Context: an optimization exercise on an open-source flow, tuned for small area. The choices shown serve that exercise and are no tape-out recipe. Only simulation tests tie the RTL to the original design; equivalence was not proved. Power and IR drop assume default switching activity. The flow treats the clock pin as an ideal source, which a real chip does not have.

## run A
// dmem_block_mem
module dmem_block_mem (
  input  logic        clock,
  input  logic        reset,
  input  logic        read,
  input  logic        write,
  input  logic [5:0]  address,
  input  logic [31:0] writedata,
  output logic [31:0] readdata,
  output logic        busywait
);
  localparam int NTAP = 11;    
  logic [31:0] r_ring [64];
  logic [5:0]  r_phase;
  logic [2:0]  r_cnt;          
  logic        r_clr;          
  logic [31:0] r_hold;
  logic [31:0] r_readdata;
  logic        w_req, w_active, w_commit_rd, w_clr;
  logic [5:0]  w_pos;
  logic [NTAP-1:0] w_hit, w_rsel, w_wsel, w_keep;
  logic        w_anyhit;
  logic [31:0] w_tap, w_hold_next;
  assign w_req    = read | write;
  assign w_active = ((r_cnt == 3'd0) ? w_req : (r_cnt <= 3'd5)) & ~reset;
  assign busywait = w_active;
  assign readdata = r_readdata;
  assign w_pos    = address + r_phase;
  assign w_clr    = reset | r_clr;
  assign w_commit_rd = (r_cnt == 3'd5) & ~write;
  always_comb begin
    w_tap = 32'd0;
    for (int k = 0; k < NTAP; k++) begin
      w_hit[k]  = w_active & (w_pos == 6'(6 * k));
      w_rsel[k] = w_hit[k] & ~w_clr;
      w_wsel[k] = w_hit[k] & write;
      w_keep[k] = ~w_wsel[k] & ~w_clr;
      w_tap = w_tap | (r_ring[6 * k] & {32{w_rsel[k]}});
    end
  end
  assign w_anyhit    = |w_hit;
  ...
Size in the first run: about 75 I/O pins, about 0.048 sq mm of cells after synthesis.
clock: 10.0 ns
lec_check: 0
cap_margin: 20
core_margin: 2
core_utilization: 70
slew_margin: 20
standard.sh (not shown) runs the stock make flow with config.mk's settings and CLKGATE_MAP_FILE= SYNTH_SCRIPT=/design/flow/synth_recipe.tcl, a recipe that flattens the netlist after the stock synthesis.
==> flow/flow/run.sh <==
#!/bin/bash
# The standard layout (standard.sh), with three changes:
#  - synthesis runs flow/synth.tcl: synth_recipe.tcl with an area-oriented ABC script;
#  - the port buffers are buf_1 cells (buffer_ports -buffer_cell), which repair may upsize;
#  - clock tree synthesis uses clkbuf_8 buffers, clusters up to 20 sinks per leaf buffer and inserts no dummy loads.
# make's output goes to flow.log; each ORFS step logs to orfs/logs/.
set -euo pipefail
here=$(pwd)
bash standard.sh \
  SYNTH_SCRIPT="$here/flow/synth.tcl" \
  "BUFFER_PORTS_ARGS=-buffer_cell sky130_fd_sc_hd__buf_1" \
  "CTS_ARGS=-sink_clustering_enable -repair_clock_nets -buf_list sky130_fd_sc_hd__clkbuf_8 -sink_clustering_size 20 -sink_clustering_max_diameter 40 -dont_use_dummy_load" \
  finish > "$here/flow.log" 2>&1
==> flow/flow/area.abc <==
strash
&get -n
&fraig -x
&put
scorr
dc2
strash
&get -n
&dch -f
&nf -R 1000
&put
==> flow/flow/synth.tcl <==
# The standard synthesis (synth_recipe.tcl), with one change: the combinational logic is
# mapped with an area-oriented ABC script (area.abc beside this file) instead of ORFS's speed
# script. Registers are mapped before ABC runs, so they are the same as the standard synthesis's.
set my_flow_dir [file dirname [file normalize [info script]]]
proc synth {args} { yosys synth -nofsm -noshare {*}$args }
proc abc {args} {
  global my_flow_dir
  set i [lsearch $args -script]
  if {$i >= 0} { set args [lreplace $args $i [expr {$i + 1}] -script $my_flow_dir/area.abc] }
  set i [lsearch $args -D]
  if {$i >= 0} { set args [lreplace $args $i [expr {$i + 1}]] }
  yosys abc {*}$args
}
source $::env(SCRIPTS_DIR)/synth.tcl
# left out here: clear keep_hierarchy, flatten, clean up, hide names made inside functions, write 1_2_yosys.v
Input-level comparison between run B and run A:
==> flow/flow/run.sh <==
#!/bin/bash
# The standard layout (standard.sh), with three changes:
#  - synthesis runs flow/synth.tcl: synth_recipe.tcl with an area-oriented ABC script;
#  - the port buffers are buf_1 cells (buffer_ports -buffer_cell), which repair may upsize;
#  - clock tree synthesis clusters up to 34 sinks per leaf buffer and inserts no dummy loads.
# make's output goes to flow.log; each ORFS step logs to orfs/logs/.
set -euo pipefail
here=$(pwd)
bash standard.sh \
  SYNTH_SCRIPT="$here/flow/synth.tcl" \
  "BUFFER_PORTS_ARGS=-buffer_cell sky130_fd_sc_hd__buf_1" \
  "CTS_ARGS=-sink_clustering_enable -repair_clock_nets -sink_clustering_size 34 -sink_clustering_max_diameter 70 -dont_use_dummy_load" \
  finish > "$here/flow.log" 2>&1
--- a/flow/config.mk
+++ b/flow/config.mk
@@ -9,3 +9,3 @@
 export CORE_MARGIN = 2
-export CORE_UTILIZATION = 70
+export CORE_UTILIZATION = 75
 export SLEW_MARGIN = 20
Findings:
- In the flow results for run B and run A, the initial core utilization is smaller on run A.
- Run B vs run A — maximum frequency dropped by a few percent
- Run B completed every stage of the flow, and the final layout passed the timing, DRC and antenna checks.
- Summary of run B over run A: critical path depth went down by 9; DRC violation total after the first TritonRoute iteration now sits higher; insertion delay to the later sink of the worst-skew pair fell by 0.16 ns; via count held steady; clock slew seen by the registers of the worst setup and hold paths barely changed.
Relative to run B, the following input files were edited for run C:
--- a/flow/config.mk
+++ b/flow/config.mk
@@ -9,3 +9,3 @@
 export CORE_MARGIN = 2
-export CORE_UTILIZATION = 75
+export CORE_UTILIZATION = 70
 export SLEW_MARGIN = 20
Results
- Run B ended up with in2out as its kind of critical path; run C ended up with in2reg.
- Between run B and run C, the switching power of the nets does not differ in any meaningful way.
- Run C leaves more setup margin than run B.
- Run C vs run B: final critical delay including setup and external delays down
What run D does differently from run C at the input level:
--- a/flow/config.mk
+++ b/flow/config.mk
@@ -10,2 +10,3 @@
 export CORE_UTILIZATION = 70
+export GPL_TIMING_DRIVEN = 0
 export SLEW_MARGIN = 20
Notes after the runs:
Cell at the slowest stage of the critical path: buf_2 -> run D, nor2_4 -> run C. From run C to run D the numbers moved as follows: post-layout utilization of the core rose 2.1 points; clock insertion delay at the later pin of the skew report now sits at about the same level; total power divided by cell area saw a decrease; wire length moved up. Sequential share of layout area: higher on run C.

-- what the ideal ports hide --
The results above use ideal ports. As a check the final layouts listed here were re-extracted and re-timed, cells and wires unchanged. Step 1, drivers: a clkbuf_16 drives clock and a buf_2 each remaining input, both assumed. Step 2 times the ports against the registers' clock, not the clock port: input delays grow and output delays shrink by t, the midpoint of the rising clock arrivals with the driver on. a / b / c = no drivers / after step 1 / after step 2; a / b = the first two.
| run | shift t [ns] | setup slack, ns | worst hold slack (ns) | worst setup path at the end | latest minus earliest clock arrival (ns) |
|---|---|---|---|---|---|
| run A | 0.838 | 5.043 / 5.067 / 4.247 | 0.246 / 0.246 / 0.246 | input to register | 0.092 / 0.091 |
| run B | 0.702 | 4.686 / 4.662 / 4.131 | 0.299 / 0.299 / 0.299 | input to register | 0.053 / 0.053 |
| run C | 0.689 | 4.875 / 4.921 / 4.232 | 0.284 / 0.284 / 0.284 | input to register | 0.066 / 0.066 |
| run D | 0.705 | 4.639 / 4.617 / 4.003 | 0.317 / 0.317 / 0.317 | input to register | 0.022 / 0.022 |
After both steps every run listed still meets setup and hold. For run A, which loses most, drivers alone change the setup slack by +0.024 ns; drivers and shift together by -0.796 ns.
